From an optimization exercise on the open Yosys and OpenROAD flow, aimed at small area, a short achievable clock period and few clock cycles; shortcuts taken in it are not production practice.
The RTL was checked by simulation tests, not by an equivalence proof against the original design.

== oak ==
==> flow/design.v <==
`timescale 1ns / 1ps
`default_nettype none
module centered_pixel_doubler (
  input  wire logic        clk,
  input  wire logic        rst_n,
  input  wire logic        in_push,
  output logic             in_full,
  input  wire logic [48:0] in_word,
  output logic             out_empty,
  input  wire logic        out_pop,
  output logic [56:0]      out_word,
  input  wire logic        cfg_we,
  input  wire logic [0:0]  cfg_index,
  input  wire logic [12:0] cfg_wdata
);
  logic [12:0] w_r, h_r;
  logic [12:0] wd_sat;
  assign wd_sat = (cfg_wdata[12] && (cfg_wdata[11:0] != 12'd0)) ? 13'd4096 : cfg_wdata;
  always_ff @(posedge clk) begin
    if (!rst_n) begin
      w_r <= 13'd512;
      h_r <= 13'd480;
    end else if (cfg_we) begin
      if (cfg_index == 1'b0) w_r <= wd_sat;
      else                   h_r <= wd_sat;
    end
  end
  logic        s_c;
  logic        s_r;           
  logic        w_lo;          
  logic        h_lo;          
  logic        neg_c;         
  logic [11:0] hh, ww;
  logic [11:0] b_c;           
  logic [12:0] kx_c;          
  logic        kci_c;         
  logic [13:0] wm_r;          
  logic [14:0] wm3_r;         
  logic [13:0] w3_c;
  logic        kc0_c;         
  assign s_c = (w_r[12:9] != 4'd0) && ((h_r[12:9] != 4'd0) || (h_r[8:5] == 4'b1111));
  always_comb begin
    hh    = h_r[12:1];
    kci_c = !s_r && (w_r[12:8] == 5'd0) && w_r[0];
    ww    = w_r[12:1];
    w_lo  = (w_r[12:8] == 5'd0);
    h_lo  = (h_r[12:8] == 5'd0) && (h_r[7:4] != 4'b1111);
    neg_c = !s_r && h_lo && (h_r[7:0] != 8'd239);
    if (s_r)        b_c = 12'((hh - 12'd240) >> 1);
    else if (neg_c) b_c = hh + 12'd8 + {11'd0, h_r[0]};
    else            b_c = hh - 12'd120 + {11'd0, h_r[0] && h_lo};
    if (s_r)        kx_c = {1'b0, ww} - 13'd256;
    else if (neg_c) kx_c = {1'b0, ww} + {12'd0, kci_c};
    else            kx_c = {1'b0, ww} - 13'd128 + {12'd0, kci_c};
    kc0_c = s_r && h_r[1];
    w3_c  = {1'b0, w_r} + {w_r, 1'b0};
  end
  logic [8:0]  rb0_r;    
  logic [8:0]  q1_r;     
  logic [7:0]  cl_r;     
  logic [8:0]  hh9;
  logic [6:0]  u;
  logic        hbig;
  always_comb begin
    hh9  = hh[8:0];
    u    = 7'(hh9 - 9'd240);
    hbig = (hh[11:9] != 3'd0) || (hh9 >= 9'd282);
  end
  always_ff @(posedge clk) begin
    s_r  <= s_c;
    wm_r  <= s_c ? {w_r, 1'b0} : {1'b0, w_r};
    wm3_r <= s_c ? {w3_c, 1'b0} : {1'b0, w3_c};
    if (s_r) begin
      if (hbig) begin
        rb0_r <= 9'd261;
        q1_r  <= 9'd261;
      end else begin
        rb0_r <= 9'd240 + ((u == 7'd0) ? 9'd0 : 9'((u + 7'd1 + {6'd0, h_r[0]}) >> 1));
        q1_r  <= 9'd240 + 9'((u + {6'd0, h_r[0]}) >> 1);
      end
    end else begin
      if (hbig || hh9 >= 9'd141) rb0_r <= 9'd261;
      else if (!h_lo)            rb0_r <= hh9 + 9'd120 + {8'd0, h_r[0]};
      else                       rb0_r <= h_r[8:0];
      q1_r <= h_lo ? 9'(9'd120 - hh9 - {8'd0, h_r[0]}) : 9'd0;
    end
    cl_r <= (!s_r && w_lo) ? 8'(9'd128 - {1'b0, ww[7:0]} - {8'd0, w_r[0]}) : 8'd0;
  end
  localparam logic [2:0] KS_LOAD = 3'd0, KS_INIT = 3'd1, KS_RUN = 3'd2, KS_STORE = 3'd3,
                         KS_IDLE = 3'd4, KS_WAIT = 3'd5;
  logic        busy_r;       
  logic [2:0]  ks_r;
  logic [2:0]  ahi_r;        
  logic        first_r;      
  logic        neg_r;
  logic [23:0] k_reg_r;
  logic        in_full_r;    
  logic        acc_ok_r;     
  logic        p_valid_r;    
  logic [3:0]  p_rh_r;       
  logic [31:0] p_col_r;
  logic        p_r1_r;       
  logic [1:0]  j_r;          
  logic [2:0]  da_r, db_r;   
  logic [2:0]  dc_r, dd_r;   
  logic        kc0_r;
  logic [23:0] acc_s_r, acc_c_r;
  logic        o_valid_r, o_empty_r, o_lastq_r, o_r1_r;
  logic [1:0]  o_ph_r;
  logic        o_dw_r, o_dm_r;   
  logic        o_nlast_r;    
  logic        o_last_r;
  logic [23:0] o_idx_r;
  logic [31:0] o_col_r;
  logic [7:0]  in_c;
  logic [8:0]  in_r;
  logic        row0_ok, row1_ok, col_ok, nonempty;
  assign in_c = in_word[48:41];
  assign in_r = in_word[40:32];
  always_comb begin
    row1_ok  = (in_r < q1_r);
    row0_ok  = (in_r < rb0_r) && (s_r || !row1_ok);
    col_ok   = s_r || ((!w_lo || (in_c < w_r[7:0])) && !(in_c < cl_r));
    nonempty = row0_ok && col_ok;
  end
  logic [14:0] m1, m2, m3;
  logic [23:0] row_a, row_b, t_s, t_c, n_s, n_c;
  logic [23:0] init_c;
  logic [3:0]  init_d, next_d;
  logic        k_init, p_init;
  function automatic logic [14:0] pick(input logic [2:0] d, input logic [14:0] a,
                                       input logic [14:0] b, input logic [14:0] c);
    pick = ({15{d[0]}} & a) | ({15{d[1]}} & b) | ({15{d[2]}} & c);
  endfunction
  function automatic logic [23:0] csel_add(input logic [23:0] a, input logic [23:0] b);
    logic [12:0] lo;
    logic [11:0] hi0, hi1;
    lo  = {1'b0, a[11:0]} + {1'b0, b[11:0]};
    hi0 = a[23:12] + b[23:12];
    hi1 = a[23:12] + b[23:12] + 12'd1;
    csel_add = {lo[12] ? hi1 : hi0, lo[11:0]};
  endfunction
  function automatic logic [2:0] onehot(input logic [1:0] d);
    onehot = {d == 2'd3, d == 2'd2, d == 2'd1};
  endfunction
  always_comb begin
    m1 = {1'b0, wm_r};
    m2 = {wm_r, 1'b0};
    m3 = wm3_r;
    row_a = {9'd0, pick(da_r, m1, m2, m3)} | {5'd0, pick(dc_r, m1, m2, m3), 4'd0};
    row_b = {7'd0, pick(db_r, m1, m2, m3), 2'd0} | {3'd0, pick(dd_r, m1, m2, m3), 6'd0};
    t_s = acc_s_r ^ acc_c_r ^ row_a;
    t_c = {((acc_s_r[22:0] & acc_c_r[22:0]) | (acc_s_r[22:0] & row_a[22:0]) |
            (acc_c_r[22:0] & row_a[22:0])), 1'b0};
    n_s = t_s ^ t_c ^ row_b;
    n_c = {((t_s[22:0] & t_c[22:0]) | (t_s[22:0] & row_b[22:0]) |
            (t_c[22:0] & row_b[22:0])), 1'b0};
    if (busy_r) begin
      if (!first_r)    init_c = {2'b0, m1[13:0], 8'd0};
      else if (neg_r)  init_c = {4'hF, ~w_r, 7'd0};
      else if (kc0_r)  init_c = {11'd0, w_r};
      else             init_c = 24'd0;
      init_d = first_r ? b_c[3:0] : 4'd0;
      next_d = first_r ? b_c[7:4] : 4'd0;
    end else begin
      init_c = (in_r[8] ? {2'b0, m1[13:0], 8'd0} : 24'd0) |
               (s_r ? {15'd0, in_c, 1'b0} : {16'd0, in_c});
      init_d = in_r[3:0];
      next_d = p_rh_r;
    end
    k_init = busy_r && (ks_r == KS_INIT);
    p_init = acc_ok_r;
  end
  logic        pop, o_free, p2o, o_adv, kstore;
  logic [23:0] delta, adv, cpa;
  logic        kdone;
  assign o_last_r = !o_nlast_r;
  always_comb begin
    pop    = out_pop && o_valid_r;
    o_free = !o_valid_r || (out_pop && o_last_r);
    p2o    = p_valid_r && (j_r == 2'd3) && o_free;
    o_adv  = pop && !o_last_r;
    delta = o_dm_r ? 24'hFFFFFF : (o_dw_r ? {11'd0, w_r} : 24'd1);
    cpa      = csel_add(acc_s_r, acc_c_r);
    adv      = csel_add(o_idx_r, delta);
    kstore   = busy_r && (ks_r == KS_RUN) && (j_r == 2'd3);
    kdone    = busy_r && (ks_r == KS_STORE);
  end
  logic p_valid_nxt, busy_nxt;
  always_comb begin
    if (acc_ok_r)   p_valid_nxt = in_push && nonempty;
    else            p_valid_nxt = p_valid_r && !p2o;
    busy_nxt = cfg_we || (busy_r && !(kdone && ahi_r == 3'd0));
  end
  always_ff @(posedge clk) begin
    if (!rst_n) begin
      busy_r    <= 1'b1;
      ks_r      <= KS_WAIT;
      in_full_r <= 1'b1;
      acc_ok_r  <= 1'b0;
      p_valid_r <= 1'b0;
      o_valid_r <= 1'b0;
      o_empty_r <= 1'b1;
      o_nlast_r <= 1'b0;
      o_lastq_r <= 1'b1;
    end else begin
      busy_r    <= busy_nxt;
      in_full_r <= busy_nxt || p_valid_nxt;
      acc_ok_r  <= !(busy_nxt || p_valid_nxt);
      p_valid_r <= p_valid_nxt;
      if (cfg_we)                 ks_r <= KS_WAIT;
      else if (ks_r == KS_WAIT)   ks_r <= KS_LOAD;
      else if (ks_r == KS_LOAD)   ks_r <= KS_INIT;
      else if (ks_r == KS_INIT)   ks_r <= KS_RUN;
      else if (kstore)            ks_r <= KS_STORE;
      else if (kdone)             ks_r <= (ahi_r == 3'd0) ? KS_IDLE : KS_INIT;
      if (p2o) begin
        o_valid_r <= 1'b1;
        o_empty_r <= 1'b0;
        o_nlast_r <= s_r;
        o_lastq_r <= !s_r;
      end else if (o_adv) begin
        o_nlast_r <= (o_ph_r == 2'd0) ? o_r1_r : (o_ph_r != 2'd2);
        o_lastq_r <= (o_ph_r == 2'd0) ? !o_r1_r : (o_ph_r == 2'd2);
      end else if (pop) begin
        o_valid_r <= 1'b0;
        o_empty_r <= 1'b1;
      end
    end
  end
  always_ff @(posedge clk) begin
    if (p_init) begin
      p_rh_r  <= in_r[7:4];
      p_col_r <= in_word[31:0];
      p_r1_r  <= row1_ok;
    end
    if (p_init || k_init) begin
      acc_s_r <= k_reg_r;
      acc_c_r <= init_c;
      da_r    <= onehot(init_d[1:0]);
      db_r    <= onehot(init_d[3:2]);
      dc_r    <= 3'd0;
      dd_r    <= 3'd0;
      j_r     <= 2'd1;
    end else begin
      acc_s_r <= n_s;
      acc_c_r <= n_c;
      da_r    <= 3'd0;
      db_r    <= 3'd0;
      dc_r    <= (j_r == 2'd1) ? onehot(next_d[1:0]) : 3'd0;
      dd_r    <= (j_r == 2'd1) ? onehot(next_d[3:2]) : 3'd0;
      if (j_r != 2'd3) j_r <= j_r + 2'd1;
    end
    if (busy_r && ks_r == KS_LOAD) begin
      k_reg_r <= {{11{kx_c[12]}}, kx_c};
      kc0_r   <= kc0_c;
      neg_r   <= neg_c;
      ahi_r   <= b_c[10:8];
      first_r <= 1'b1;
    end else if (kdone) begin
      k_reg_r <= o_idx_r;
      ahi_r   <= ahi_r - 3'd1;
      first_r <= 1'b0;
    end
    if (p2o || o_adv || kstore) o_idx_r <= o_last_r ? cpa : adv;
    if (p2o) begin
      o_col_r <= p_col_r;
      o_ph_r  <= 2'd0;
      o_dw_r  <= 1'b0;
      o_dm_r  <= 1'b0;
      o_r1_r  <= p_r1_r;
    end else if (o_adv) begin
      o_ph_r  <= o_ph_r + 2'd1;
      o_dw_r  <= (o_ph_r == 2'd0);
      o_dm_r  <= (o_ph_r == 2'd1);
    end
  end
  assign in_full   = in_full_r;
  assign out_empty = o_empty_r;
  assign out_word  = {o_idx_r, o_col_r, o_lastq_r};
endmodule
`default_nettype wire
Settings: LEC_CHECK=0, CAP_MARGIN=20, CORE_MARGIN=2, CORE_UTILIZATION=40, SETUP_SLACK_MARGIN=3.2, SLEW_MARGIN=20; clock period 6.0 ns.
run.sh (not shown) runs the stock make flow with config.mk's settings and CLKGATE_MAP_FILE= SYNTH_SCRIPT=/design/flow/synth_recipe.tcl, a recipe that flattens the netlist after the stock synthesis.
Testbench counts of oak, summed over its fixed seeds: cycles 21,201.
## Diff of input files: pine against oak
diff --git a/flow/design.v b/flow/design.v
--- a/flow/design.v
+++ b/flow/design.v
@@ -37,23 +37,23 @@
   logic [13:0] wm_r;          
   logic [14:0] wm3_r;         
   logic [13:0] w3_c;
   logic        kc0_c;         
-  assign s_c = (w_r[12:9] != 4'd0) && ((h_r[12:9] != 4'd0) || (h_r[8:5] == 4'b1111));
   always_comb begin
     hh    = h_r[12:1];
-    kci_c = !s_r && (w_r[12:8] == 5'd0) && w_r[0];
+    kci_c = !s_c && (w_r[12:8] == 5'd0) && w_r[0];
     ww    = w_r[12:1];
+    s_c   = (w_r[12:9] != 4'd0) && ((h_r[12:9] != 4'd0) || (h_r[8:5] == 4'b1111));
     w_lo  = (w_r[12:8] == 5'd0);
     h_lo  = (h_r[12:8] == 5'd0) && (h_r[7:4] != 4'b1111);
-    neg_c = !s_r && h_lo && (h_r[7:0] != 8'd239);
-    if (s_r)        b_c = 12'((hh - 12'd240) >> 1);
+    neg_c = !s_c && h_lo && (h_r[7:0] != 8'd239);
+    if (s_c)        b_c = 12'((hh - 12'd240) >> 1);
     else if (neg_c) b_c = hh + 12'd8 + {11'd0, h_r[0]};
     else            b_c = hh - 12'd120 + {11'd0, h_r[0] && h_lo};
-    if (s_r)        kx_c = {1'b0, ww} - 13'd256;
+    if (s_c)        kx_c = {1'b0, ww} - 13'd256;
     else if (neg_c) kx_c = {1'b0, ww} + {12'd0, kci_c};
     else            kx_c = {1'b0, ww} - 13'd128 + {12'd0, kci_c};
-    kc0_c = s_r && h_r[1];
+    kc0_c = s_c && h_r[1];
     w3_c  = {1'b0, w_r} + {w_r, 1'b0};
   end
   logic [8:0]  rb0_r;    
   logic [8:0]  q1_r;     
@@ -86,9 +86,9 @@
     end
     cl_r <= (!s_r && w_lo) ? 8'(9'd128 - {1'b0, ww[7:0]} - {8'd0, w_r[0]}) : 8'd0;
   end
   localparam logic [2:0] KS_LOAD = 3'd0, KS_INIT = 3'd1, KS_RUN = 3'd2, KS_STORE = 3'd3,
-                         KS_IDLE = 3'd4, KS_WAIT = 3'd5;
+                         KS_IDLE = 3'd4;
   logic        busy_r;       
   logic [2:0]  ks_r;
   logic [2:0]  ahi_r;        
   logic        first_r;      
@@ -131,16 +131,8 @@
   function automatic logic [14:0] pick(input logic [2:0] d, input logic [14:0] a,
                                        input logic [14:0] b, input logic [14:0] c);
     pick = ({15{d[0]}} & a) | ({15{d[1]}} & b) | ({15{d[2]}} & c);
   endfunction
-  function automatic logic [23:0] csel_add(input logic [23:0] a, input logic [23:0] b);
-    logic [12:0] lo;
-    logic [11:0] hi0, hi1;
-    lo  = {1'b0, a[11:0]} + {1'b0, b[11:0]};
-    hi0 = a[23:12] + b[23:12];
-    hi1 = a[23:12] + b[23:12] + 12'd1;
-    csel_add = {lo[12] ? hi1 : hi0, lo[11:0]};
-  endfunction
   function automatic logic [2:0] onehot(input logic [1:0] d);
     onehot = {d == 2'd3, d == 2'd2, d == 2'd1};
   endfunction
   always_comb begin
@@ -180,10 +172,10 @@
     o_free = !o_valid_r || (out_pop && o_last_r);
     p2o    = p_valid_r && (j_r == 2'd3) && o_free;
     o_adv  = pop && !o_last_r;
     delta = o_dm_r ? 24'hFFFFFF : (o_dw_r ? {11'd0, w_r} : 24'd1);
-    cpa      = csel_add(acc_s_r, acc_c_r);
-    adv      = csel_add(o_idx_r, delta);
+    cpa      = acc_s_r + acc_c_r;
+    adv      = o_idx_r + delta;
     kstore   = busy_r && (ks_r == KS_RUN) && (j_r == 2'd3);
     kdone    = busy_r && (ks_r == KS_STORE);
   end
   logic p_valid_nxt, busy_nxt;
@@ -194,9 +186,9 @@
   end
   always_ff @(posedge clk) begin
     if (!rst_n) begin
       busy_r    <= 1'b1;
-      ks_r      <= KS_WAIT;
+      ks_r      <= KS_LOAD;
       in_full_r <= 1'b1;
       acc_ok_r  <= 1'b0;
       p_valid_r <= 1'b0;
       o_valid_r <= 1'b0;
@@ -207,10 +199,9 @@
       busy_r    <= busy_nxt;
       in_full_r <= busy_nxt || p_valid_nxt;
       acc_ok_r  <= !(busy_nxt || p_valid_nxt);
       p_valid_r <= p_valid_nxt;
-      if (cfg_we)                 ks_r <= KS_WAIT;
-      else if (ks_r == KS_WAIT)   ks_r <= KS_LOAD;
+      if (cfg_we)                 ks_r <= KS_LOAD;
       else if (ks_r == KS_LOAD)   ks_r <= KS_INIT;
       else if (ks_r == KS_INIT)   ks_r <= KS_RUN;
       else if (kstore)            ks_r <= KS_STORE;
       else if (kdone)             ks_r <= (ahi_r == 3'd0) ? KS_IDLE : KS_INIT;
@@ -241,16 +232,16 @@
       db_r    <= onehot(init_d[3:2]);
       dc_r    <= 3'd0;
       dd_r    <= 3'd0;
       j_r     <= 2'd1;
-    end else begin
+    end else if (j_r == 2'd1 || j_r == 2'd2) begin
       acc_s_r <= n_s;
       acc_c_r <= n_c;
       da_r    <= 3'd0;
       db_r    <= 3'd0;
-      dc_r    <= (j_r == 2'd1) ? onehot(next_d[1:0]) : 3'd0;
-      dd_r    <= (j_r == 2'd1) ? onehot(next_d[3:2]) : 3'd0;
-      if (j_r != 2'd3) j_r <= j_r + 2'd1;
+      dc_r    <= onehot(next_d[1:0]);
+      dd_r    <= onehot(next_d[3:2]);
+      j_r     <= j_r + 2'd1;
     end
     if (busy_r && ks_r == KS_LOAD) begin
       k_reg_r <= {{11{kx_c[12]}}, kx_c};
       kc0_r   <= kc0_c;
Notes after the runs:
Diff pine..oak | remaining number of nets flagged by the antenna check after routing | unchanged
pine: total routed wire length on the met1 layer is 1.5% higher than what oak reported.
Between pine and oak, the worst hold slack is lower for oak.
In pine relative to oak, final area had gone up by a few percent.
Taking oak as the reference point, the fraction of synthesized cell area in xor and xnor cells of pine falls by 0.91 points.
Relative to oak, sequential element share of the synthesized area has gone up in pine.
Of pine and oak, the higher final net count belongs to pine.
Having completed the whole flow, oak delivered a layout that passed the timing, design-rule and antenna checks.
The final layout from pine, which completed every stage, passed the timing, design-rule and antenna checks at the end of the flow.
Relative to oak, the largest net degree at the start of global routing measured on pine has increased by more than 10%.
When the final numbers for pine and oak were put side by side, the inverter count turned out to be greater in oak.
pine vs. oak: die area went up by about 1.4%.
oak has a higher final clock period utilization by the worst path than pine.
Compared with oak, pine improves worst setup slack.
pine ended up with a higher fraction of cell area in non-clock buffers than oak did.
Testbench counts of pine, summed over its fixed seeds: cycles 21,193.

## separate check: timing with driven ports
The results above use ideal ports. As a check the final layouts listed here were re-extracted and re-timed, cells and wires unchanged. Step 1 (the two cells are an assumption about what drives the block):
set clk [get_ports {clk}]
set_driving_cell -lib_cell sky130_fd_sc_hd__clkbuf_16 $clk
set_driving_cell -lib_cell sky130_fd_sc_hd__buf_2 [delete_from_list [all_inputs] $clk]
Step 2 moves the port delays by t, midway between the first and last clock arrival at a register: inputs arrive t later, outputs are due t later. That takes back most of the time a late clock gives input paths. Three values: ideal, step 1, step 2; two values: the first two.
| run | t, ns | setup slack, ns | hold slack, ns | slew at the worst register clock pin (ns) |
|---|---|---|---|---|
| oak | 0.596 | 2.912 / 2.912 / 2.717 | 0.411 / 0.411 / 0.411 | 0.06 / 0.06 |
| pine | 0.577 | 3.083 / 3.083 / 2.709 | 0.416 / 0.416 / 0.416 | 0.06 / 0.06 |
After both steps every run listed still meets setup and hold. For pine, which loses most, drivers alone change the setup slack by 0.000 ns; drivers and shift together by -0.374 ns.
